Background: an optimization exercise with open tools, aiming at small area, a short achievable clock period and few clock cycles per item. Do not read the settings as production practice.
The RTL was checked by simulation tests, not by an equivalence proof against the original design.
No activity file was given, so power comes from the tool's default toggle rates.

==> flow/design.v <==
package fmbq_pkg;
    localparam int FUNC_W = 3;
    localparam int VAL_W  = 32;
    localparam int STAT_W = 2;
    localparam int IN_W   = ((VAL_W + 7) / 8) * 8;
    localparam logic [FUNC_W-1:0] FN_PUSH_FRONT  = 3'd0;
    localparam logic [FUNC_W-1:0] FN_PUSH_MIDDLE = 3'd1;
    localparam logic [FUNC_W-1:0] FN_PUSH_BACK   = 3'd2;
    localparam logic [FUNC_W-1:0] FN_POP_FRONT   = 3'd3;
    localparam logic [FUNC_W-1:0] FN_POP_MIDDLE  = 3'd4;
    localparam logic [FUNC_W-1:0] FN_POP_BACK    = 3'd5;
    localparam logic [STAT_W-1:0] ST_DONE  = 2'd0;
    localparam logic [STAT_W-1:0] ST_EMPTY = 2'd1;
    localparam logic [STAT_W-1:0] ST_FULL  = 2'd2;
endpackage
module fmbq_half #(
    parameter int N  = 32,
    parameter int W  = 32
) (
    input  logic         clk,
    input  logic         rst_n,
    input  logic         wr_head,    
    input  logic         wr_tail,    
    input  logic         pop_head,   
    input  logic         pop_top,    
    input  logic         rd_head,    
    input  logic [W-1:0] wd,
    output logic [W-1:0] rd_val
);
    logic [N-1:0]  h_oh, t_oh;
    logic [W-1:0]  mem [N];
    always_ff @(posedge clk or negedge rst_n)
    begin
        if (!rst_n)
        begin
            h_oh <= N'(1);
            t_oh <= N'(1);
        end
        else
        begin
            if (wr_head)
                h_oh <= {h_oh[0], h_oh[N-1:1]};
            else if (pop_head)
                h_oh <= {h_oh[N-2:0], h_oh[N-1]};
            if (wr_tail)
                t_oh <= {t_oh[N-2:0], t_oh[N-1]};
            else if (pop_top)
                t_oh <= {t_oh[0], t_oh[N-1:1]};
        end
    end
    for (genvar i = 0; i < N; i++)
    begin : g_slot
        logic we;
        assign we = (wr_head && h_oh[(i + 1) % N]) || (wr_tail && t_oh[i]);
        always_ff @(posedge clk)
        begin
            if (we)
                mem[i] <= wd;
        end
    end
    logic [N-1:0] r_oh;
    always_comb
    begin
        rd_val = '0;
        for (int i = 0; i < N; i++)
        begin
            r_oh[i] = rd_head ? h_oh[i] : t_oh[(i + 1) % N];
            rd_val  = rd_val | ({W{r_oh[i]}} & mem[i]);
        end
    end
endmodule
module fmbq_datapath #(
    parameter int DEPTH = 64,
    localparam int CW = $clog2(DEPTH + 1),
    localparam int OUT_W = ((fmbq_pkg::VAL_W + CW + 7) / 8) * 8
) (
    input  logic                         clk,
    input  logic                         rst_n,
    input  logic [fmbq_pkg::FUNC_W-1:0]  s_tuser,
    input  logic [fmbq_pkg::IN_W-1:0]    s_tdata,
    output logic [OUT_W-1:0]             m_tdata,
    output logic [fmbq_pkg::STAT_W-1:0]  m_tuser,
    input  logic                         fire,
    input  logic                         ld0_res,
    input  logic                         ld0_s1
);
    localparam int VW = fmbq_pkg::VAL_W;
    localparam int RW = fmbq_pkg::STAT_W + CW + VW;
    logic [fmbq_pkg::FUNC_W-1:0] fn_reg;
    logic [VW-1:0]               din_reg;
    assign fn_reg  = s_tuser;
    assign din_reg = s_tdata[VW-1:0];
    logic [CW-1:0] n_reg, n_next;
    logic          odd, empty, full;
    assign odd   = n_reg[0];
    assign empty = (n_reg == '0);
    assign full  = n_reg[CW-1];
    logic is_pf, is_pm, is_pb, is_qf, is_qm, is_qb;
    logic push_f, push_m, push_b, pop_f, pop_m, pop_b;
    assign is_pf = (fn_reg == fmbq_pkg::FN_PUSH_FRONT);
    assign is_pm = (fn_reg == fmbq_pkg::FN_PUSH_MIDDLE);
    assign is_pb = (fn_reg == fmbq_pkg::FN_PUSH_BACK);
    assign is_qf = (fn_reg == fmbq_pkg::FN_POP_FRONT);
    assign is_qm = (fn_reg == fmbq_pkg::FN_POP_MIDDLE);
    assign is_qb = (fn_reg == fmbq_pkg::FN_POP_BACK);
    assign push_f = fire && is_pf && !full;
    assign push_m = fire && is_pm && !full;
    assign push_b = fire && is_pb && !full;
    assign pop_f  = fire && is_qf && !empty;
    assign pop_m  = fire && is_qm && !empty;
    assign pop_b  = fire && is_qb && !empty;
    logic          f_wr_head, f_wr_tail, f_pop_head, f_pop_top;
    logic          b_wr_head, b_wr_tail, b_pop_head, b_pop_top;
    logic [VW-1:0] f_wd, b_wd;
    logic [VW-1:0] f_rd, b_rd;
    assign f_wr_head  = push_f && !empty;
    assign f_wr_tail  = odd && (push_m || push_b || (pop_f && n_reg != CW'(1)));
    assign f_pop_head = pop_f && (n_reg != CW'(1));
    assign f_pop_top  = !odd && !empty && (push_f || pop_m || pop_b);
    assign b_wr_head  = push_b;
    assign b_wr_tail  = !odd && (push_m || push_f || pop_b);
    assign b_pop_head = pop_b;
    assign b_pop_top  = odd && (push_b || pop_m || pop_f);
    assign f_wd = (is_pf || is_pm) ? din_reg : b_rd;
    assign b_wd = (is_pb || is_pm || empty) ? din_reg : f_rd;
    fmbq_half #(.N(DEPTH / 2), .W(VW)) u_f (
        .clk      (clk),
        .rst_n    (rst_n),
        .wr_head  (f_wr_head),
        .wr_tail  (f_wr_tail),
        .pop_head (f_pop_head),
        .pop_top  (f_pop_top),
        .rd_head  (is_qf),
        .wd       (f_wd),
        .rd_val   (f_rd)
    );
    fmbq_half #(.N(DEPTH / 2), .W(VW)) u_b (
        .clk      (clk),
        .rst_n    (rst_n),
        .wr_head  (b_wr_head),
        .wr_tail  (b_wr_tail),
        .pop_head (b_pop_head),
        .pop_top  (b_pop_top),
        .rd_head  (is_qb),
        .wd       (b_wd),
        .rd_val   (b_rd)
    );
    logic [VW-1:0]               r_val;
    logic [fmbq_pkg::STAT_W-1:0] r_st;
    logic                        is_push, is_pop;
    assign is_push = is_pf || is_pm || is_pb;
    assign is_pop  = is_qf || is_qm || is_qb;
    always_comb
    begin
        n_next = n_reg;
        if (is_push && !full)
            n_next = n_reg + CW'(1);
        else if (is_pop && !empty)
            n_next = n_reg - CW'(1);
        r_st = fmbq_pkg::ST_DONE;
        if (is_push && full)
            r_st = fmbq_pkg::ST_FULL;
        else if (is_pop && empty)
            r_st = fmbq_pkg::ST_EMPTY;
        r_val = '0;
        if (is_pop)
        begin
            if (empty)
                r_val = '1;
            else if (is_qb || (is_qm && odd) || n_reg == CW'(1))
                r_val = b_rd;
            else
                r_val = f_rd;
        end
    end
    always_ff @(posedge clk or negedge rst_n)
    begin
        if (!rst_n)
            n_reg <= '0;
        else if (fire)
            n_reg <= n_next;
    end
    logic [RW-1:0] res, slot0, slot1;
    assign res = {r_st, n_next, r_val};
    always_ff @(posedge clk)
    begin
        if (fire)
            slot1 <= res;
        if (ld0_res)
            slot0 <= res;
        else if (ld0_s1)
            slot0 <= slot1;
    end
    assign m_tdata = OUT_W'(slot0[CW+VW-1:0]);
    assign m_tuser = slot0[RW-1:CW+VW];
endmodule
module fmbq_ctrl (
    input  logic clk,
    input  logic rst_n,
    input  logic s_tvalid,
    output logic s_tready,
    input  logic m_tready,
    output logic m_tvalid,
    output logic fire,       
    output logic ld0_res,    
    output logic ld0_s1      
);
    logic oc1;               
    logic oc2;               
    assign s_tready = !oc2;
    assign fire     = s_tvalid && !oc2;
    assign m_tvalid = oc1;
    assign ld0_res  = fire && (!oc1 || m_tready);
    assign ld0_s1   = oc2 && m_tready;
    always_ff @(posedge clk or negedge rst_n)
    begin
        if (!rst_n)
        begin
            oc1 <= 1'b0;
            oc2 <= 1'b0;
        end
        else
        begin
            oc1 <= fire || oc2 || (oc1 && !m_tready);
            oc2 <= (oc2 && !m_tready) || (fire && oc1 && !m_tready);
        end
    end
endmodule
module front_middle_back_queue_top #(
    parameter int DEPTH = 64,
    localparam int CW = $clog2(DEPTH + 1),
    localparam int OUT_W = ((fmbq_pkg::VAL_W + CW + 7) / 8) * 8
) (
    input  logic                         clk,
    input  logic                         rst_n,
    input  logic                         s_tvalid,
    output logic                         s_tready,
    input  logic [fmbq_pkg::IN_W-1:0]    s_tdata,
    input  logic [fmbq_pkg::FUNC_W-1:0]  s_tuser,
    output logic                         m_tvalid,
    input  logic                         m_tready,
    output logic [OUT_W-1:0]             m_tdata,
    output logic [fmbq_pkg::STAT_W-1:0]  m_tuser
);
    logic fire, ld0_res, ld0_s1;
    fmbq_ctrl u_ctrl (
        .clk      (clk),
        .rst_n    (rst_n),
        .s_tvalid (s_tvalid),
        .s_tready (s_tready),
        .m_tready (m_tready),
        .m_tvalid (m_tvalid),
        .fire     (fire),
        .ld0_res  (ld0_res),
        .ld0_s1   (ld0_s1)
    );
    fmbq_datapath #(
        .DEPTH (DEPTH)
    ) u_datapath (
        .clk      (clk),
        .rst_n    (rst_n),
        .s_tuser  (s_tuser),
        .s_tdata  (s_tdata),
        .m_tdata  (m_tdata),
        .m_tuser  (m_tuser),
        .fire     (fire),
        .ld0_res  (ld0_res),
        .ld0_s1   (ld0_s1)
    );
endmodule
==> flow/run.sh <==
#!/bin/bash
# synth_recipe.tcl (not shown) runs the flow's synth.tcl, then flattens the netlist and writes it again
# the make line also repeats each setting of config.mk as NAME=value (left out here)
make -C /OpenROAD-flow-scripts/flow DESIGN_CONFIG=/design/flow/config.mk WORK_HOME=/design/flow/orfs CLKGATE_MAP_FILE= SYNTH_SCRIPT=/design/flow/synth_recipe.tcl finish
==> flow/config.mk <==
export PLATFORM = sky130hd
export DESIGN_NAME = front_middle_back_queue_top
export DESIGN_NICKNAME = front_middle_back_queue_top
export VERILOG_FILES = /design/flow/design.v
export SDC_FILE = /design/flow/constraint.sdc
export NUM_CORES = 4
export LEC_CHECK = 0
export CAP_MARGIN = 20
export CORE_MARGIN = 2
export CORE_UTILIZATION = 40
export SETUP_SLACK_MARGIN = 3.5
export SLEW_MARGIN = 20
export TNS_END_PERCENT = 5
==> flow/constraint.sdc <==
create_clock -name core_clock -period 7.0 [get_ports {clk}]
set_input_delay 1.4000 -clock core_clock [delete_from_list [all_inputs] [get_ports {clk}]]
set_output_delay 1.4000 -clock core_clock [all_outputs]
set_load 0.01 [all_outputs]
==> results of run 1 <==
[layout make-up]
type / instances / area (µm²) / area share, %
diodes: 16 / 40.04 / 0.03739
clock buffers: 261 / 5659 / 5.284
clock inverters: 134 / 1318 / 1.230
inverters: 8 / 32.53 / 0.03038
multi-input cells: 2403 / 21450 / 20.03
flip-flops and latches: 2267 / 67400 / 62.93
well taps: 2821 / 3530 / 3.296
repair buffers: 643 / 7670 / 7.162
[timing repair]
item | 4_1_cts | 5_1_grt
endpoints found under the hold margin | 0 | 0
resized for setup | 207 | 329
setup buffers | 70 | 276
gates cloned | 33 | 114
pin swaps | 43 | 165
setup endpoints to repair | 4290 | 4256
[critical path, stage by stage]
cell and delay (ps):
buf_8 130, nand3b_1 240, buf_8 220, buf_16 170, mux2_4 420, buf_4 200, a22o_1 180, a221oi_1 400
nand4_1 320, nor4_2 680, o31ai_1 170
[cell families after synthesis]
kind of cell	count (synthesis)	share of synthesized area [%]
flops	2267	79.44
compound gates	1311	12.51
simple gates	813	4.538
buf+inv	306	1.606
mux	131	1.746
xor+xnor	10	0.1032
fa+ha+maj	3	0.04425
other cells	1	0.004420
[cells in the final DEF (no fill, tap or decap), types with 44 or more instances in the layout]
| cell | Yosys | routed |
|---|---|---|
| nor2_1 | 82 | 49 |
| edfxtp_1 | 2130 | 2130 |
| clkinv_1 | 0 | 54 |
| clkdlybuf4s50_1 | 0 | 77 |
| nand4_1 | 158 | 158 |
| nand2_1 | 381 | 362 |
| a21oi_4 | 0 | 54 |
| mux2i_1 | 61 | 61 |
| a22o_1 | 364 | 341 |
| a221oi_2 | 0 | 72 |
| a21o_4 | 0 | 57 |
| buf_12 | 0 | 174 |
| mux2_8 | 0 | 49 |
| a22oi_1 | 392 | 379 |
| mux2_4 | 22 | 44 |
| nor3_1 | 90 | 44 |
| buf_4 | 7 | 332 |
| a221oi_1 | 341 | 269 |
| dfrtp_1 | 133 | 132 |
| clkbuf_16 | 0 | 228 |
[stage by stage]
stage / setup WS, ps / hold WS (ps)
floorplan: 3154 / 448.2
global placement: 781.4 / 483.3
detailed placement: 971.7 / 489.7
CTS: 2788 / 498.8
global route: 2958 / 533.4
finish: 3041 / 505.1
[worst max-delay path by stage]
| stage | to | slack (ps) |
|---|---|---|
| 3_5_place_dp | u_datapath.slot0[12] | 970 |
| 2_1_floorplan | u_datapath.u_f.mem[0][19] | 3150 |
| 5_1_grt | u_datapath.slot0[0] | 2960 |
| 4_1_cts | u_datapath.u_b.mem[7][28] | 2790 |
| 6_report | u_datapath.slot0[0] | 3040 |
| 3_3_place_gp | u_datapath.u_f.mem[23][12] | 780 |
[power breakdown]
group          internal (W)  switching [W]  total (W)
logic              0.000480        0.00133    0.00181
clock network       0.00664        0.00519     0.0118
registers            0.0151       0.000106     0.0152
[layer usage]
metal,vias up,share of wire [%]
met4,30,8.4
met2,6754,41
met5,-,0.20
li1,21875,-
met3,1566,18
met1,30544,32
==> results.json, run 1 <==
{
  "track_usage_pct": 29.41,
  "r2r_end": "u_datapath.u_f.mem[11][16]",
  "layout.nets": 5580,
  "yosysUniqueCellTypes": 53,
  "start_util_pct": 40.12,
  "clk_pin_slew_ps": 60,
  "drtIter0Drc": 13635,
  "max-vdd-ir-drop_mv": 0.2215,
  "wl_um": 382200,
  "numCtsBuffers": 215,
  "synthCells": 4842,
  "die_x_um": 464.5,
  "yosys-top-cells-area": "edfxtp_1 (75%), dfrtp_1 (3.9%), a22o_1 (3.8%)",
  "first_pass_iters": 17,
  "cts.sinks": 2267,
  "use_met1_pct": 40.46,
  "synthToLayoutAreaGrowth_pct": 26.24,
  "vias_per_cell": 7.105,
  "syn_avg_cell_area_um2": 17.52,
  "worst_setup_path_start_kind": "input pin",
  "max-clock-path-buffers": 3,
  "grtUsageMet2_pct": 43.34,
  "grt_remaining_overflow": 0,
  "nFillCells": 16771,
  "grt-busiest-layer": "met2",
  "yosys_warnings": 4,
  "hold_path_depth": 2,
  "rsz0062_at_grt": "yes",
  "drv_slew": 4,
  "clk_latency_ps": 890,
  "row_count": 169,
  "synth-seq-cells": 2267,
  "hold_class": "flip-flop to flip-flop",
  "ys_async_sr_fraction_pct": 6.043,
  "synth_commonest_cells": "edfxtp_1 (2130), a22oi_1 (392), nand2_1 (381), a22o_1 (364), a221oi_1 (341)",
  "cts_tree": "done",
  "critical_path_peak_fanout": 10,
  "tightestPinTransition_ps": 1698,
  "final_area_um2": 107100,
  "instances_no_fill": 8553,
  "fmax_mhz": 252.6,
  "outcome": "complete, but fails checks",
  "grt_start_max_net_pins": 75,
  "synth_flop_cell": "edfxtp_1",
  "setup_violations": 0,
  "required_ps": 7610,
  "placed_area_um2": 90940,
  "ant_nets": 0,
  "crit_arrival_ps": 4570,
  "slew_headroom_pct": -13.65,
  "crit_start": "s_tuser[2]",
  "setup_tns_ps": 0,
  "ff2ff_setup_slack_ps": 3550,
  "grt_antenna_before_repair": 20,
  "io_pins": 83,
  "die-area_um2": 215800,
  "dieHeight_um": 464.5,
  "placed_cells": 7648,
  "synth.most_common_cell": "edfxtp_1",
  "power.total_w": 0.02888,
  "violations": "capacitance limit, slew limit",
  "yosysTopAreaCell": "edfxtp_1",
  "htreeDepth": 4,
  "ys_seq_area_share_pct": 79.44,
  "r2r-start": "u_datapath.n_reg[0]",
  "syn_nets": 4884,
  "wl_per_cell_um": 44.69,
  "grt_first_pass_wirelength_um": 435200,
  "p_leak_nw": 34.88,
  "fin_crit_ps": 3959,
  "gr-usage-met3_pct": 7.250,
  "maxCapViolations": 1,
  "synth_area_um2": 84830,
  "powerDensity_nw_per_um2": 269.7,
  "finalHoldViolCount": 0,
  "end_kind": "flip-flop",
  "clk_root_buffer_cell": "clkbuf_16",
  "hpwl_um": 162700,
  "gp_congestion": 0.8374,
  "drive_above_1_share_pct": 25.00,
  "path_class": "input pin to flip-flop",
  "r2r_cells": 9,
  "clock_skew_ps": 33.04,
  "drc": 0,
  "synth-edff-count": 2130,
  "via_count": 60769,
  "worstHoldEndpoint": "u_datapath.u_b.h_oh[0]",
  "fin_util_pct": 50.65,
  "synth_top_area_share_pct": 75.40,
  "grt_pass1_vias": 50778,
  "min_period_over_period_pct": 56.56,
  "ctsHoldBuffers": 0,
  "min-delay-start": "u_datapath.u_b.h_oh[0]",
  "io_buffers": 81,
  "core_um2": 211500
}
Testbench counts, summed over its fixed seeds: cycles 12,008, items 12,000.
==> inputs of run 2 (changes only) <==
--- a/flow/design.v
+++ b/flow/design.v
@@ -15,7 +15,8 @@
 endpackage
 module fmbq_half #(
     parameter int N  = 32,
-    parameter int W  = 32
+    parameter int W  = 32,
+    localparam int AW = $clog2(N)
 ) (
     input  logic         clk,
     input  logic         rst_n,
@@ -27,25 +28,34 @@
     input  logic [W-1:0] wd,
     output logic [W-1:0] rd_val
 );
+    logic [AW-1:0] h_reg, t_reg;
     logic [N-1:0]  h_oh, t_oh;
     logic [W-1:0]  mem [N];
     always_ff @(posedge clk or negedge rst_n)
     begin
         if (!rst_n)
         begin
-            h_oh <= N'(1);
-            t_oh <= N'(1);
+            h_reg <= '0;
+            t_reg <= '0;
         end
         else
         begin
             if (wr_head)
-                h_oh <= {h_oh[0], h_oh[N-1:1]};
+                h_reg <= h_reg - AW'(1);
             else if (pop_head)
-                h_oh <= {h_oh[N-2:0], h_oh[N-1]};
+                h_reg <= h_reg + AW'(1);
             if (wr_tail)
-                t_oh <= {t_oh[N-2:0], t_oh[N-1]};
+                t_reg <= t_reg + AW'(1);
             else if (pop_top)
-                t_oh <= {t_oh[0], t_oh[N-1:1]};
+                t_reg <= t_reg - AW'(1);
+        end
+    end
+    always_comb
+    begin
+        for (int i = 0; i < N; i++)
+        begin
+            h_oh[i] = (h_reg == AW'(i));
+            t_oh[i] = (t_reg == AW'(i));
         end
     end
     for (genvar i = 0; i < N; i++)
@@ -91,10 +101,10 @@
     assign fn_reg  = s_tuser;
     assign din_reg = s_tdata[VW-1:0];
     logic [CW-1:0] n_reg, n_next;
-    logic          odd, empty, full;
-    assign odd   = n_reg[0];
-    assign empty = (n_reg == '0);
-    assign full  = n_reg[CW-1];
+    logic          odd, empty, one, full;
+    logic          empty_next, one_next, full_next;
+    logic          inc, dec;
+    assign odd = n_reg[0];
     logic is_pf, is_pm, is_pb, is_qf, is_qm, is_qb;
     logic push_f, push_m, push_b, pop_f, pop_m, pop_b;
     assign is_pf = (fn_reg == fmbq_pkg::FN_PUSH_FRONT);
@@ -114,8 +124,8 @@
     logic [VW-1:0] f_wd, b_wd;
     logic [VW-1:0] f_rd, b_rd;
     assign f_wr_head  = push_f && !empty;
-    assign f_wr_tail  = odd && (push_m || push_b || (pop_f && n_reg != CW'(1)));
-    assign f_pop_head = pop_f && (n_reg != CW'(1));
+    assign f_wr_tail  = odd && (push_m || push_b || (pop_f && !one));
+    assign f_pop_head = pop_f && !one;
     assign f_pop_top  = !odd && !empty && (push_f || pop_m || pop_b);
     assign b_wr_head  = push_b;
     assign b_wr_tail  = !odd && (push_m || push_f || pop_b);
@@ -150,13 +160,28 @@
     logic                        is_push, is_pop;
     assign is_push = is_pf || is_pm || is_pb;
     assign is_pop  = is_qf || is_qm || is_qb;
+    assign inc = is_push && !full;
+    assign dec = is_pop && !empty;
     always_comb
     begin
-        n_next = n_reg;
-        if (is_push && !full)
-            n_next = n_reg + CW'(1);
-        else if (is_pop && !empty)
-            n_next = n_reg - CW'(1);
+        n_next     = n_reg;
+        empty_next = empty;
+        one_next   = one;
+        full_next  = full;
+        if (inc)
+        begin
+            n_next     = n_reg + CW'(1);
+            empty_next = 1'b0;
+            one_next   = empty;
+            full_next  = (n_reg == CW'(DEPTH - 1));
+        end
+        else if (dec)
+        begin
+            n_next     = n_reg - CW'(1);
+            empty_next = one;
+            one_next   = (n_reg == CW'(2));
+            full_next  = 1'b0;
+        end
         r_st = fmbq_pkg::ST_DONE;
         if (is_push && full)
             r_st = fmbq_pkg::ST_FULL;
@@ -167,7 +192,7 @@
         begin
             if (empty)
                 r_val = '1;
-            else if (is_qb || (is_qm && odd) || n_reg == CW'(1))
+            else if (is_qb || (is_qm && odd) || one)
                 r_val = b_rd;
             else
                 r_val = f_rd;
@@ -176,20 +201,29 @@
     always_ff @(posedge clk or negedge rst_n)
     begin
         if (!rst_n)
+        begin
             n_reg <= '0;
+            empty <= 1'b1;
+            one   <= 1'b0;
+            full  <= 1'b0;
+        end
         else if (fire)
+        begin
             n_reg <= n_next;
+            empty <= empty_next;
+            one   <= one_next;
+            full  <= full_next;
+        end
     end
     logic [RW-1:0] res, slot0, slot1;
     assign res = {r_st, n_next, r_val};
+    logic hold0;
+    assign hold0 = !ld0_res && !ld0_s1;
     always_ff @(posedge clk)
     begin
         if (fire)
             slot1 <= res;
-        if (ld0_res)
-            slot0 <= res;
-        else if (ld0_s1)
-            slot0 <= slot1;
+        slot0 <= ({RW{ld0_res}} & res) | ({RW{ld0_s1}} & slot1) | ({RW{hold0}} & slot0);
     end
     assign m_tdata = OUT_W'(slot0[CW+VW-1:0]);
     assign m_tuser = slot0[RW-1:CW+VW];
==> flow/flow/run.sh (new file) <==
#!/bin/bash
# Layout flow: the standard ORFS flow (standard.sh), unchanged except for two settings of how
# the layout is made: the port buffers that buffer_ports inserts on every input and output are
# sky130_fd_sc_hd__buf_4 cells (the default choice is a slow delay buffer), and the resizer may
# swap a cell for one of another footprint when it repairs timing (MATCH_CELL_FOOTPRINT=0).
# The make output goes to flow_make.log in this folder; each ORFS step logs under orfs/logs/.
set -euo pipefail
bash standard.sh MATCH_CELL_FOOTPRINT=0 \
    "BUFFER_PORTS_ARGS=-buffer_cell sky130_fd_sc_hd__buf_4" \
    finish > flow_make.log 2>&1
==> flow/standard.sh (new file) <==
#!/bin/bash
# synth_recipe.tcl (not shown) runs the flow's synth.tcl, then flattens the netlist and writes it again
# the make line also repeats each setting of config.mk as NAME=value (left out here)
make -C /OpenROAD-flow-scripts/flow DESIGN_CONFIG=/design/flow/config.mk WORK_HOME=/design/flow/orfs CLKGATE_MAP_FILE= SYNTH_SCRIPT=/design/flow/synth_recipe.tcl "${@:-finish}"
removed: flow/run.sh
==> run 2 against run 1 <==
The run now finishes clean; via count shrank 11%; fmax grew 4.7%; non-clock buffer count shrank 142; clock-buffer cell count shrank 3; synthesized cell count shrank 0.95%; flip-flop and latch count shrank 105; die area shrank 3.2%; sequential share of layout area grew 2.2 points; core utilization shrank 2.2 points; final area shrank 7.7%; combinational power grew to 7.9 times the previous value.
==> results.json, run 2 <==
{
  "outcome": "timing/DRC/antenna clean",
  "synth_area_um2": 82060,
  "die-area_um2": 208800,
  "worst_setup_path_start_kind": "input pin",
  "worstHoldEndpoint": "u_datapath.slot0[39]",
  "drive_above_1_share_pct": 22.24,
  "maxCapViolations": 0,
  "finalHoldViolCount": 0,
  "yosysUniqueCellTypes": 68,
  "internal_power_w": 0.02930,
  "mostFrequentLayoutCell": "edfxtp_1",
  "gp_congestion": 0.8810,
  "clock_skew_ps": 53.57,
  "max-vdd-ir-drop_mv": 0.3169,
  "required_ps": 7560,
  "synth_commonest_cells": "edfxtp_1 (2089), a22oi_1 (778), nand2_1 (259), nand4_1 (159), clkbuf_1 (150)",
  "synth_top_area_share_pct": 76.44,
  "r2r_end": "u_datapath.u_f.mem[25][24]",
  "instances_no_fill": 8085,
  "fmax_mhz": 264.5,
  "cts.sinks": 2162,
  "numCtsBuffers": 214,
  "crit_arrival_ps": 4340,
  "max-clock-path-buffers": 3,
  "cts_tree": "done",
  "power.switching_w": 0.01577,
  "hpwl_um": 162300,
  "grt_start_max_net_pins": 69,
  "first_pass_iters": 6,
  "dieHeight_um": 456.9,
  "hold_path_depth": 2,
  "yosys-top-cells-area": "edfxtp_1 (76%), a22oi_1 (7.1%), a22o_1 (1.4%)",
  "die_x_um": 456.9,
  "synth-seq-cells": 2162,
  "htreeDepth": 4,
  "p_seq_share_pct": 42.6,
  "min-delay-start": "u_datapath.slot1[39]",
  "ys_async_sr_fraction_pct": 1.480,
  "grt_antenna_before_repair": 8,
  "grt_pass1_vias": 49807,
  "vias_per_cell": 6.667,
  "drc": 0,
  "crit_start": "s_tuser[2]",
  "ant_nets": 0,
  "syn_avg_cell_area_um2": 17.11,
  "io_buffers": 81,
  "fin_crit_ps": 3780,
  "grt_first_pass_wirelength_um": 414600,
  "r2r_cells": 9,
  "via_count": 53906,
  "multiInputGateArea_um2": 19430,
  "drv_slew": 0,
  "grt_remaining_overflow": 0,
  "track_usage_pct": 28.54,
  "syn_nets": 4866,
  "ff2ff_setup_slack_ps": 3230,
  "synth_flop_cell": "edfxtp_1",
  "wl_per_cell_um": 38.29,
  "io_pins": 83,
  "hold_class": "flip-flop to flip-flop",
  "placed_cells": 7494,
  "final_cell_mix": "edfxtp_1 (2089), a22oi_1 (775), buf_4 (409)",
  "core_um2": 204200,
  "row_count": 166,
  "ys_seq_area_share_pct": 78.42,
  "p_leak_nw": 31.96,
  "min_period_over_period_pct": 54.01,
  "swShare_pct": 34.99,
  "setup_tns_ps": 0,
  "pwr-share-clk_pct": 25.7,
  "setup_violations": 0,
  "path_class": "input pin to flip-flop",
  "synthToLayoutAreaGrowth_pct": 20.42,
  "slew_headroom_pct": 26.85,
  "rsz0062_at_grt": "yes",
  "powerDensity_nw_per_um2": 456.1,
  "synth-edff-count": 2089,
  "ff_latch_area_um2": 64360,
  "r2r-start": "u_datapath.u_b.h_reg[1]",
  "ctsHoldBuffers": 0,
  "comb_power_share_pct": 31.7,
  "critical_path_peak_fanout": 32,
  "tightestPinTransition_ps": 1097,
  "end_kind": "flip-flop",
  "yosys_warnings": 4,
  "synth.most_common_cell": "edfxtp_1",
  "clk_root_buffer_cell": "clkbuf_16",
  "start_util_pct": 40.19,
  "drtIter0Drc": 9424,
  "yosysTopAreaCell": "edfxtp_1",
  "nFillCells": 16785,
  "synthCells": 4796,
  "wl_um": 309600,
  "clk_pin_slew_ps": 70,
  "layout.nets": 5292,
  "clk_latency_ps": 880
}
-- run 2: cell count changes after synthesis, sizes merged, moves of 37 or more --
| cell | previous run | this run |
|---|---|---|
| dfrtp | 133 | 31 |
| nand4b | 0 | 43 |
| edfxtp | 2130 | 2089 |
| buf | 131 | 168 |
| nor4bb | 0 | 42 |
| nand2 | 381 | 259 |
| a22o | 364 | 128 |
| a221oi | 341 | 129 |
| o22ai | 1 | 56 |
| dfxtp | 0 | 41 |
| nand3 | 12 | 84 |
| a31oi | 0 | 57 |
| a22oi | 392 | 778 |
-- run 2: layer usage --
| layer | wire length (µm) | vias to the layer above | GRT usage [%] | part of all wire [%] |
|---|---|---|---|---|
| met4 | 18180 | 8 | 14.24 | 5.9 |
| met5 | 51 | - | 0 | 0.016 |
| li1 | - | 20941 | - | - |
| met2 | 143700 | 4392 | 45.59 | 46 |
| met3 | 38800 | 834 | 6.560 | 13 |
| met1 | 108900 | 27731 | 36.66 | 35 |
-- run 2: through the flow --
stage                     hold slack [ps]  cell area (µm²)  utilization [%]  worst slack (ps)  total power, W
after floorplan                     431.2            83140                -              2791         0.02559
after global placement              440.5            88260            43.23              1423         0.03104
after detailed placement            445.4            88320            43.26              1447         0.03136
after CTS                           462.1            97880            47.94              3272         0.04402
after global routing                484.1            98810            48.40              3216         0.04605
final                               463.1            98810            48.40              3220         0.04507
-- run 2: worst max-delay path, stage by stage --
cell,delay (ps)
buf_6,150
nand3b_1,140
buf_6,210
clkbuf_16,280
mux2_8,450
buf_4,240
a22o_1,200
a221oi_1,430
and4_1,390
a31oi_2,130
buf_4,270
-- run 2: power groups by stage --
stage	clock, W	sequential, W	combinational (W)
global placement	0	0.0195	0.0116
detailed placement	0	0.0195	0.0119
finish	0.0116	0.0192	0.0143
CTS	0.0116	0.0192	0.0132
floorplan	0	0.0194	0.00614
global route	0.0121	0.0192	0.0147
-- run 2: how the worst max path moves through the flow --
stage                                             to  slack (ps)
after floorplan            u_datapath.u_b.mem[24][0]        2790
after global placement    u_datapath.u_f.mem[18][27]        1420
after detailed placement    u_datapath.u_b.mem[7][2]        1450
after CTS                 u_datapath.u_f.mem[24][26]        3270
after global routing      u_datapath.u_f.mem[11][22]        3220
final                     u_datapath.u_b.mem[12][11]        3220
-- run 2: kinds of logic (layout without fill, tap and decap cells) --
logic type               count (synthesis)  in the layout  share of synthesized area, %
other                                    1              6                      0.004570
multiplexers                            74             97                         1.015
AND/OR/NAND/NOR                        867            868                         5.829
flip-flops                            2162           2162                         78.42
XOR/XNOR                                23             23                        0.2455
AO/OA/AOI/OAI                         1295           1299                         12.15
adder cells (fa/ha/maj)                 31             31                        0.4727
buffers and inverters                  343            911                         1.862
-- run 2: cell type report --
| cell class | instances | share of cell area (%) |
|---|---|---|
| Sequential cell | 2162 | 65.13 |
| Multi-Input combinational cell | 2319 | 19.66 |
| Clock buffer | 258 | 5.673 |
| Timing Repair Buffer | 501 | 4.596 |
| Tap cell | 2688 | 3.404 |
| Clock inverter | 128 | 1.413 |
| Inverter | 24 | 0.1076 |
| Antenna cell | 5 | 0.01266 |
-- run 2: what timing repair did --
| action | 4_1_cts | 5_1_grt |
|---|---|---|
| pin swaps | 28 | 22 |
| gates cloned | 22 | 11 |
| buffers inserted | 138 | 29 |
| gates resized for setup | 214 | 92 |
| setup endpoints to repair | 4048 | 3774 |
Testbench counts of run 2, summed over its fixed seeds: cycles 12,008, items 12,000.
==> inputs of run 3 (changes only) <==
--- a/flow/design.v
+++ b/flow/design.v
@@ -90,9 +90,7 @@
     input  logic [fmbq_pkg::IN_W-1:0]    s_tdata,
     output logic [OUT_W-1:0]             m_tdata,
     output logic [fmbq_pkg::STAT_W-1:0]  m_tuser,
-    input  logic                         fire,
-    input  logic                         ld0_res,
-    input  logic                         ld0_s1
+    input  logic                         fire
 );
     localparam int VW = fmbq_pkg::VAL_W;
     localparam int RW = fmbq_pkg::STAT_W + CW + VW;
@@ -215,15 +213,11 @@
             full  <= full_next;
         end
     end
-    logic [RW-1:0] res, slot0, slot1;
+    logic [RW-1:0] res, slot0;
     assign res = {r_st, n_next, r_val};
-    logic hold0;
-    assign hold0 = !ld0_res && !ld0_s1;
     always_ff @(posedge clk)
     begin
-        if (fire)
-            slot1 <= res;
-        slot0 <= ({RW{ld0_res}} & res) | ({RW{ld0_s1}} & slot1) | ({RW{hold0}} & slot0);
+        slot0 <= ({RW{fire}} & res) | ({RW{!fire}} & slot0);
     end
     assign m_tdata = OUT_W'(slot0[CW+VW-1:0]);
     assign m_tuser = slot0[RW-1:CW+VW];
@@ -235,29 +229,18 @@
     output logic s_tready,
     input  logic m_tready,
     output logic m_tvalid,
-    output logic fire,       
-    output logic ld0_res,    
-    output logic ld0_s1      
+    output logic fire        
 );
     logic oc1;               
-    logic oc2;               
-    assign s_tready = !oc2;
-    assign fire     = s_tvalid && !oc2;
+    assign s_tready = !oc1 || m_tready;
+    assign fire     = s_tvalid && s_tready;
     assign m_tvalid = oc1;
-    assign ld0_res  = fire && (!oc1 || m_tready);
-    assign ld0_s1   = oc2 && m_tready;
     always_ff @(posedge clk or negedge rst_n)
     begin
         if (!rst_n)
-        begin
             oc1 <= 1'b0;
-            oc2 <= 1'b0;
-        end
         else
-        begin
-            oc1 <= fire || oc2 || (oc1 && !m_tready);
-            oc2 <= (oc2 && !m_tready) || (fire && oc1 && !m_tready);
-        end
+            oc1 <= fire || (oc1 && !m_tready);
     end
 endmodule
 module front_middle_back_queue_top #(
@@ -276,7 +259,7 @@
     output logic [OUT_W-1:0]             m_tdata,
     output logic [fmbq_pkg::STAT_W-1:0]  m_tuser
 );
-    logic fire, ld0_res, ld0_s1;
+    logic fire;
     fmbq_ctrl u_ctrl (
         .clk      (clk),
         .rst_n    (rst_n),
@@ -284,9 +267,7 @@
         .s_tready (s_tready),
         .m_tready (m_tready),
         .m_tvalid (m_tvalid),
-        .fire     (fire),
-        .ld0_res  (ld0_res),
-        .ld0_s1   (ld0_s1)
+        .fire     (fire)
     );
     fmbq_datapath #(
         .DEPTH (DEPTH)
@@ -297,8 +278,6 @@
         .s_tdata  (s_tdata),
         .m_tdata  (m_tdata),
         .m_tuser  (m_tuser),
-        .fire     (fire),
-        .ld0_res  (ld0_res),
-        .ld0_s1   (ld0_s1)
-    );
-endmodule
+        .fire     (fire)
+    );
+endmodule
--- a/flow/config.mk
+++ b/flow/config.mk
@@ -6,6 +6,8 @@
 export NUM_CORES = 4
 export LEC_CHECK = 0
 export CAP_MARGIN = 20
+export CELL_PAD_IN_SITES_DETAIL_PLACEMENT = 1
+export CELL_PAD_IN_SITES_GLOBAL_PLACEMENT = 1
 export CORE_MARGIN = 2
 export CORE_UTILIZATION = 40
 export SETUP_SLACK_MARGIN = 3.5
==> run 3 against run 2 <==
Synthesized cell count down 6.7%; non-clock buffer count is 18 higher; die area down 2.6%; fmax is 6.9% lower; worst setup slack worse by 280 ps; highest routed layer unchanged; largest power group unchanged; hold slack better by 9.0 ps.
==> results.json, run 3 <==
{
  "clk_pin_slew_ps": 60,
  "synth_commonest_cells": "edfxtp_1 (2089), a22oi_1 (766), clkbuf_1 (192), nand4_1 (152), nand2_1 (141)",
  "fin_crit_ps": 4062,
  "synth.most_common_cell": "edfxtp_1",
  "crit_path_max_incr_delay_ps": 870,
  "die_x_um": 450.9,
  "instances_no_fill": 7797,
  "track_usage_pct": 30.92,
  "end_kind": "flip-flop",
  "syn_nets": 4544,
  "hpwl_um": 169200,
  "clock_skew_ps": 36.63,
  "start_util_pct": 40.13,
  "setup_tns_ps": 0,
  "final_cell_mix": "edfxtp_1 (2089), a22oi_1 (757), buf_4 (388)",
  "worstPathCellList": "buf_12 > nand3b_4 > buf_12 > nor4_4 > a21oi_1 > nor2_1 > buf_4 > nand2_1 > o22ai_4 > buf_4",
  "grt_first_pass_wirelength_um": 433000,
  "p_leak_nw": 31.35,
  "fin_hold_ws_ps": 472.1,
  "ant_nets": 0,
  "outcome": "timing/DRC/antenna clean",
  "fmax_mhz": 246.2,
  "dp_slack_ps": 1083,
  "ctsHoldBuffers": 0,
  "placed_cells": 7154,
  "grt_antenna_before_repair": 3,
  "clk_root_buffer_cell": "clkbuf_16",
  "clk_latency_ps": 880,
  "worst_setup_path_start_kind": "input pin",
  "io_buffers": 81,
  "finalHoldViolCount": 0,
  "io_pins": 83,
  "dieHeight_um": 450.9,
  "synthToLayoutAreaGrowth_pct": 21.55,
  "r2r-start": "u_datapath.u_f.t_reg[4]",
  "min_period_over_period_pct": 58.03,
  "yosysTopAreaCell": "edfxtp_1",
  "drc": 0,
  "htreeDepth": 4,
  "synth-seq-cells": 2120,
  "synth_top_area_share_pct": 78.53,
  "drv_slew": 0,
  "wl_per_cell_um": 42.34,
  "ys_async_sr_fraction_pct": 1.462,
  "yosys-top-cells-area": "edfxtp_1 (79%), a22oi_1 (7.2%), a22o_1 (1.4%)",
  "required_ps": 7490,
  "numCtsBuffers": 214,
  "grt_pass1_vias": 50269,
  "rsz0062_at_grt": "yes",
  "yosysUniqueCellTypes": 58,
  "wl_um": 330100,
  "crit_arrival_ps": 4550,
  "power.total_w": 0.04331,
  "powerDensity_nw_per_um2": 446.1,
  "cts.sinks": 2120,
  "drive_above_1_share_pct": 22.84,
  "hold_class": "input pin to asynchronous set/reset pin",
  "core_um2": 199000,
  "grt_start_max_net_pins": 55,
  "yosys_warnings": 4,
  "row_count": 164,
  "setup_violations": 0,
  "mostFrequentLayoutCell": "edfxtp_1",
  "layout.nets": 5026,
  "crit_slowest_cell": "o22ai_4",
  "synthCells": 4474,
  "synth-edff-count": 2089,
  "max-clock-path-buffers": 3,
  "maxCapViolations": 0,
  "grt_remaining_overflow": 0,
  "die-area_um2": 203300,
  "gp_congestion": 0.8161,
  "cts_tree": "done",
  "path_class": "input pin to flip-flop",
  "ys_seq_area_share_pct": 79.51,
  "syn_avg_cell_area_um2": 17.85,
  "tightestPinTransition_ps": 1203,
  "critical_path_peak_fanout": 19,
  "max-vdd-ir-drop_mv": 0.3343,
  "first_pass_iters": 6,
  "via_count": 51835,
  "setup_ws_ps": 2938,
  "slew_headroom_pct": 19.79,
  "synth_area_um2": 79880,
  "synth_flop_cell": "edfxtp_1",
  "crit_start": "s_tuser[2]",
  "drtIter0Drc": 7802,
  "vias_per_cell": 6.648
}
[run 3: cell count changes in the layout (fill, tap and decap cells not counted), moves of 22 or more]
cell,delta
a211o_1,-32
o221a_2,-23
dfxtp_1,-41
o211a_1,+31
a21oi_1,-27
buf_12,+35
mux2_4,+30
nand2_1,-119
nor3_4,-22
[run 3: cell type report]
type / count / area [µm²]
Clock buffer: 273 / 5725
Clock inverter: 122 / 1084
Fill cell: 18391 / 102000
Tap cell: 2656 / 3323
Inverter: 18 / 71.32
Multi-Input combinational cell: 2083 / 18060
Sequential cell: 2120 / 63510
Antenna cell: 6 / 15.01
Timing Repair Buffer: 519 / 5296
[run 3: cells by family (layout without fill, tap and decap cells)]
| family | count (synthesis) | after routing | share of synthesized area (%) |
|---|---|---|---|
| other | 1 | 7 | 0.004695 |
| and+or+nand+nor | 697 | 698 | 5.095 |
| AOI/OAI and AO/OA | 1195 | 1195 | 11.60 |
| muxes | 96 | 133 | 1.331 |
| buffers and inverters | 309 | 932 | 1.707 |
| xor gates and xnor gates | 25 | 25 | 0.2741 |
| DFF | 2120 | 2120 | 79.51 |
| adders and majority gates | 31 | 31 | 0.4856 |
[run 3: power by group]
part           internal [W]  switching, W
Combinational       0.00331       0.00991
Sequential           0.0185      0.000187
Clock               0.00642       0.00496
Total                0.0283        0.0151
[run 3: worst max-delay path: cells and delay by family]
kind                   cells  cell delay (ps)
AND/OR/NAND/NOR            4             1100
buffers and inverters      4             1010
AO/OA/AOI/OAI              2              980
[run 3: timing repair]
item,CTS,global route
gates cloned,29,23
setup buffers,101,88
setup endpoints to repair,4072,3918
resized for setup,166,173
pin swaps,25,25
[run 3: per-stage QoR]
| stage | util [%] | cell area (µm²) |
|---|---|---|
| 2_1_floorplan | - | 80820 |
| 3_3_place_gp | 43.21 | 86010 |
| 3_5_place_dp | 43.24 | 86070 |
| 4_1_cts | 47.78 | 95100 |
| 5_1_grt | 48.77 | 97080 |
| 6_report | 48.78 | 97090 |
[run 3: path summary, 6_finish.rpt]
path                                                    to  slack, ps  cells after the start
min in group core_clock            u_datapath.u_f.t_reg[0]        570                      1
worst min-delay path               u_datapath.u_b.h_reg[4]        470                      1
worst max-delay path            u_datapath.u_f.mem[18][20]       2940                     10
worst min register to register     u_datapath.u_f.t_reg[0]        570                      1
worst max register to register   u_datapath.u_b.mem[4][11]       3060                      9
max in group asynchronous          u_datapath.u_f.t_reg[0]       6170                      1
[run 3: layer usage]
layer	GRT usage (%)	vias up	share of wire [%]	wire, µm
met4	13.90	2	5.6	18550
li1	-	19953	-	-
met3	4.962	769	9.3	30700
met1	39.50	27581	36	120100
met2	51.93	3530	49	160700
met5	0	-	0.0055	18
Testbench counts of run 3, summed over its fixed seeds: cycles 12,008, items 12,000.
==> inputs of run 4 (changes only) <==
--- a/flow/design.v
+++ b/flow/design.v
@@ -90,7 +90,9 @@
     input  logic [fmbq_pkg::IN_W-1:0]    s_tdata,
     output logic [OUT_W-1:0]             m_tdata,
     output logic [fmbq_pkg::STAT_W-1:0]  m_tuser,
-    input  logic                         fire
+    input  logic                         fire,
+    input  logic                         ld0_res,
+    input  logic                         ld0_s1
 );
     localparam int VW = fmbq_pkg::VAL_W;
     localparam int RW = fmbq_pkg::STAT_W + CW + VW;
@@ -213,11 +215,15 @@
             full  <= full_next;
         end
     end
-    logic [RW-1:0] res, slot0;
+    logic [RW-1:0] res, slot0, slot1;
     assign res = {r_st, n_next, r_val};
+    logic hold0;
+    assign hold0 = !ld0_res && !ld0_s1;
     always_ff @(posedge clk)
     begin
-        slot0 <= ({RW{fire}} & res) | ({RW{!fire}} & slot0);
+        if (fire)
+            slot1 <= res;
+        slot0 <= ({RW{ld0_res}} & res) | ({RW{ld0_s1}} & slot1) | ({RW{hold0}} & slot0);
     end
     assign m_tdata = OUT_W'(slot0[CW+VW-1:0]);
     assign m_tuser = slot0[RW-1:CW+VW];
@@ -229,18 +235,29 @@
     output logic s_tready,
     input  logic m_tready,
     output logic m_tvalid,
-    output logic fire        
+    output logic fire,       
+    output logic ld0_res,    
+    output logic ld0_s1      
 );
     logic oc1;               
-    assign s_tready = !oc1 || m_tready;
-    assign fire     = s_tvalid && s_tready;
+    logic oc2;               
+    assign s_tready = !oc2;
+    assign fire     = s_tvalid && !oc2;
     assign m_tvalid = oc1;
+    assign ld0_res  = fire && (!oc1 || m_tready);
+    assign ld0_s1   = oc2 && m_tready;
     always_ff @(posedge clk or negedge rst_n)
     begin
         if (!rst_n)
+        begin
             oc1 <= 1'b0;
+            oc2 <= 1'b0;
+        end
         else
-            oc1 <= fire || (oc1 && !m_tready);
+        begin
+            oc1 <= fire || oc2 || (oc1 && !m_tready);
+            oc2 <= (oc2 && !m_tready) || (fire && oc1 && !m_tready);
+        end
     end
 endmodule
 module front_middle_back_queue_top #(
@@ -259,7 +276,7 @@
     output logic [OUT_W-1:0]             m_tdata,
     output logic [fmbq_pkg::STAT_W-1:0]  m_tuser
 );
-    logic fire;
+    logic fire, ld0_res, ld0_s1;
     fmbq_ctrl u_ctrl (
         .clk      (clk),
         .rst_n    (rst_n),
@@ -267,7 +284,9 @@
         .s_tready (s_tready),
         .m_tready (m_tready),
         .m_tvalid (m_tvalid),
-        .fire     (fire)
+        .fire     (fire),
+        .ld0_res  (ld0_res),
+        .ld0_s1   (ld0_s1)
     );
     fmbq_datapath #(
         .DEPTH (DEPTH)
@@ -278,6 +297,8 @@
         .s_tdata  (s_tdata),
         .m_tdata  (m_tdata),
         .m_tuser  (m_tuser),
-        .fire     (fire)
+        .fire     (fire),
+        .ld0_res  (ld0_res),
+        .ld0_s1   (ld0_s1)
     );
 endmodule
==> flow/flow/run.sh (replaced) <==
#!/bin/bash
# Layout flow: the standard ORFS flow (standard.sh), unchanged except for three settings of
# how the layout is made: the port buffers that buffer_ports inserts on every input and output
# are sky130_fd_sc_hd__buf_4 cells (the default choice is a slow delay buffer); the resizer may
# swap a cell for one of another footprint when it repairs timing (MATCH_CELL_FOOTPRINT=0); and
# the floorplan step, whose timing repair only has wire-load estimates, repairs with no extra
# setup margin (SETUP_SLACK_MARGIN=0) while the later repairs use config.mk's margin.
# The make output goes to flow_make_*.log in this folder; each ORFS step logs under orfs/logs/.
set -euo pipefail
ARGS=(MATCH_CELL_FOOTPRINT=0 "BUFFER_PORTS_ARGS=-buffer_cell sky130_fd_sc_hd__buf_4")
bash standard.sh "${ARGS[@]}" SETUP_SLACK_MARGIN=0 floorplan > flow_make_floorplan.log 2>&1
bash standard.sh "${ARGS[@]}" finish > flow_make_finish.log 2>&1
--- a/flow/config.mk
+++ b/flow/config.mk
@@ -6,8 +6,6 @@
 export NUM_CORES = 4
 export LEC_CHECK = 0
 export CAP_MARGIN = 20
-export CELL_PAD_IN_SITES_DETAIL_PLACEMENT = 1
-export CELL_PAD_IN_SITES_GLOBAL_PLACEMENT = 1
 export CORE_MARGIN = 2
 export CORE_UTILIZATION = 40
 export SETUP_SLACK_MARGIN = 3.5
==> run 4 against run 3 <==
Still clean on timing, DRC and antenna; hold slack got worse by 5.4 ps; via count rose by 5.1%; clock-buffer cell count fell by 6; register-to-register slack improved by 320 ps; critical path type unchanged; highest routed layer unchanged.
==> results.json, run 4 <==
{
  "r2r-start": "u_datapath.u_f.h_reg[2]",
  "critical_path_peak_fanout": 18,
  "fin_crit_ps": 3689,
  "finalHoldViolCount": 0,
  "min-delay-start": "u_datapath.slot1[32]",
  "placed_area_um2": 88520,
  "vias_per_cell": 6.673,
  "synth_top_area_share_pct": 76.44,
  "row_count": 166,
  "drc": 0,
  "drv_slew": 0,
  "synthCells": 4796,
  "setup_tns_ps": 0,
  "first_pass_iters": 6,
  "r2r_cells": 9,
  "crit_arrival_ps": 4250,
  "hpwl_um": 169300,
  "powerDensity_nw_per_um2": 448.9,
  "gp_congestion": 0.8648,
  "rsz0062_at_grt": "yes",
  "crit_start": "s_tuser[2]",
  "ff2ff_setup_slack_ps": 3380,
  "yosys-top-cells-area": "edfxtp_1 (76%), a22oi_1 (7.1%), a22o_1 (1.4%)",
  "setup_ws_ps": 3311,
  "final_area_um2": 99400,
  "io_pins": 83,
  "synth_commonest_cells": "edfxtp_1 (2089), a22oi_1 (778), nand2_1 (259), nand4_1 (159), clkbuf_1 (150)",
  "track_usage_pct": 28.36,
  "grt_first_pass_wirelength_um": 412800,
  "ys_async_sr_fraction_pct": 1.480,
  "wl_per_cell_um": 39.06,
  "wl_um": 318800,
  "multiInputGateArea_um2": 19530,
  "hold_class": "flip-flop to flip-flop",
  "syn_nets": 4866,
  "synth.most_common_cell": "edfxtp_1",
  "clock_skew_ps": 39.55,
  "yosysUniqueCellTypes": 68,
  "grt_start_max_net_pins": 55,
  "fin_hold_ws_ps": 466.6,
  "io_buffers": 81,
  "synth_flop_cell": "edfxtp_1",
  "dieHeight_um": 456.9,
  "numCtsBuffers": 209,
  "setup_violations": 0,
  "via_count": 54475,
  "path_class": "input pin to flip-flop",
  "final_cell_mix": "edfxtp_1 (2089), a22oi_1 (775), buf_4 (454)",
  "core_um2": 204200,
  "yosysTopAreaCell": "edfxtp_1",
  "die-area_um2": 208800,
  "synth-seq-cells": 2162,
  "fin_util_pct": 48.69,
  "ant_nets": 0,
  "r2r_end": "u_datapath.u_b.mem[30][31]",
  "clk_root_buffer_cell": "clkbuf_16",
  "die_x_um": 456.9,
  "synth_area_um2": 82060,
  "cts.sinks": 2162,
  "syn_avg_cell_area_um2": 17.11,
  "outcome": "timing/DRC/antenna clean",
  "worst_setup_path_start_kind": "input pin",
  "grt_antenna_before_repair": 7,
  "start_util_pct": 40.19,
  "synth-edff-count": 2089,
  "crit_path_end": "u_datapath.u_b.mem[0][18]",
  "maxCapViolations": 0,
  "tightestPinTransition_ps": 1150,
  "yosys_warnings": 4,
  "p_leak_nw": 32.32,
  "clk_latency_ps": 850,
  "end_kind": "flip-flop",
  "synthToLayoutAreaGrowth_pct": 21.14,
  "mostFrequentLayoutCell": "edfxtp_1",
  "cts_tree": "done",
  "dp_slack_ps": 1463,
  "drtIter0Drc": 9880,
  "ctsHoldBuffers": 0,
  "min_period_over_period_pct": 52.70,
  "layout.nets": 5364,
  "max-clock-path-buffers": 3,
  "slew_headroom_pct": 23.35,
  "fmax_mhz": 271.1,
  "nFillCells": 16647,
  "drive_above_1_share_pct": 23.49,
  "htreeDepth": 4,
  "grt_pass1_vias": 49821,
  "max-vdd-ir-drop_mv": 0.3258,
  "clk_pin_slew_ps": 60,
  "grt_remaining_overflow": 0,
  "required_ps": 7560,
  "ys_seq_area_share_pct": 78.42,
  "ff_latch_area_um2": 64370
}
==> run 4: changes by cell type after synthesis, moves of 27 or more <==
| cell | previous run | this run |
|---|---|---|
| a21oi_1 | 16 | 43 |
| dfxtp_1 | 0 | 41 |
| buf_2 | 55 | 131 |
| o211a_1 | 32 | 1 |
| a211o_1 | 0 | 32 |
| nor2_1 | 82 | 114 |
| mux2_2 | 58 | 30 |
| nand2_1 | 141 | 259 |
| clkbuf_1 | 192 | 150 |
==> run 4: worst min-delay path by stage <==
stage,to,depth (start not counted)
6_report,u_datapath.slot0[32],2
5_1_grt,u_datapath.slot0[39],2
4_1_cts,u_datapath.slot0[34],2
3_5_place_dp,u_datapath.slot0[39],2
3_3_place_gp,u_datapath.slot0[39],2
2_1_floorplan,u_datapath.slot0[32],2
==> run 4: report_power, final <==
part	total (W)	internal, W	switching [W]
sequential	0.0194	0.0189	0.000546
combinational	0.0142	0.00380	0.0104
clock	0.0111	0.00620	0.00487
==> run 4: logic make-up after synthesis <==
| kind of cell | synth area share [%] |
|---|---|
| buffers and inverters | 1.862 |
| xor gates and xnor gates | 0.2455 |
| AOI/OAI and AO/OA | 12.15 |
| adders and majority gates | 0.4727 |
| other | 0.004570 |
| and+or+nand+nor | 5.829 |
| muxes | 1.015 |
| DFF | 78.42 |
==> run 4: area by class of cell <==
| class | instances | share of cell area (%) |
|---|---|---|
| Sequential cell | 2162 | 64.76 |
| Multi-Input combinational cell | 2325 | 19.65 |
| Clock buffer | 267 | 5.596 |
| Timing Repair Buffer | 572 | 5.436 |
| Tap cell | 2688 | 3.383 |
| Clock inverter | 121 | 1.075 |
| Inverter | 24 | 0.09063 |
| Antenna cell | 4 | 0.01007 |
==> run 4: per-layer routing <==
metal,GRT usage [%],up-vias,wire (µm)
li1,-,21110,-
met1,35.93,27863,109400
met3,6.369,910,41540
met2,45.95,4586,147900
met4,14.19,6,19930
met5,0,-,71
==> run 4: stage by stage <==
stage / power (W) / instances
6_report: 0.04463 / 8163
5_1_grt: 0.04558 / 8162
4_1_cts: 0.04269 / 8009
3_5_place_dp: 0.03144 / 7528
3_3_place_gp: 0.03113 / 7527
2_1_floorplan: 0.02531 / 4796
==> run 4: what timing repair did <==
action | in CTS | in global routing
pin swaps | 22 | 34
endpoints found under the setup margin | 4161 | 4141
buffers inserted | 91 | 112
endpoints found under the hold margin | 0 | 0
gates cloned | 2 | 38
resized for setup | 117 | 267
==> run 4: critical path, stage by stage <==
cell and delay, ps:
buf_12 110, nand3b_1 160, buf_6 170, clkbuf_16 190, buf_12 140, mux2_8 440
buf_6 250, a22oi_1 200, nand4_1 180, or3_4 530, mux2_4 380
Testbench counts of run 4, summed over its fixed seeds: cycles 12,008, items 12,000.

separate check: timing with driven ports:
The results above use ideal ports. As a check the final layouts listed here were re-extracted and re-timed, cells and wires unchanged. Step 1 assumes that a clkbuf_16 drives the clock port and a buf_2 every other input. Step 2 times the ports against the registers' clock, not the clock port: input delays grow and output delays shrink by t, the midpoint of the rising clock arrivals with the driver on. Slacks: ideal ports / drivers / drivers and shift; pairs: ideal ports / drivers.
| run | shift t [ns] | slack for setup (ns) | worst data-port slew with drivers (ns) |
|---|---|---|---|
| run 1 | 0.968 | 3.041 / 3.091 / 2.123 | 0.09 |
| run 2 | 0.949 | 3.220 / 3.235 / 2.327 | 0.14 |
| run 3 | 0.942 | 2.938 / 2.962 / 2.020 | 0.08 |
| run 4 | 0.920 | 3.311 / 3.290 / 2.370 | 0.36 |
For run 4, which loses most, drivers alone change the setup slack by -0.021 ns; drivers and shift together by -0.941 ns.
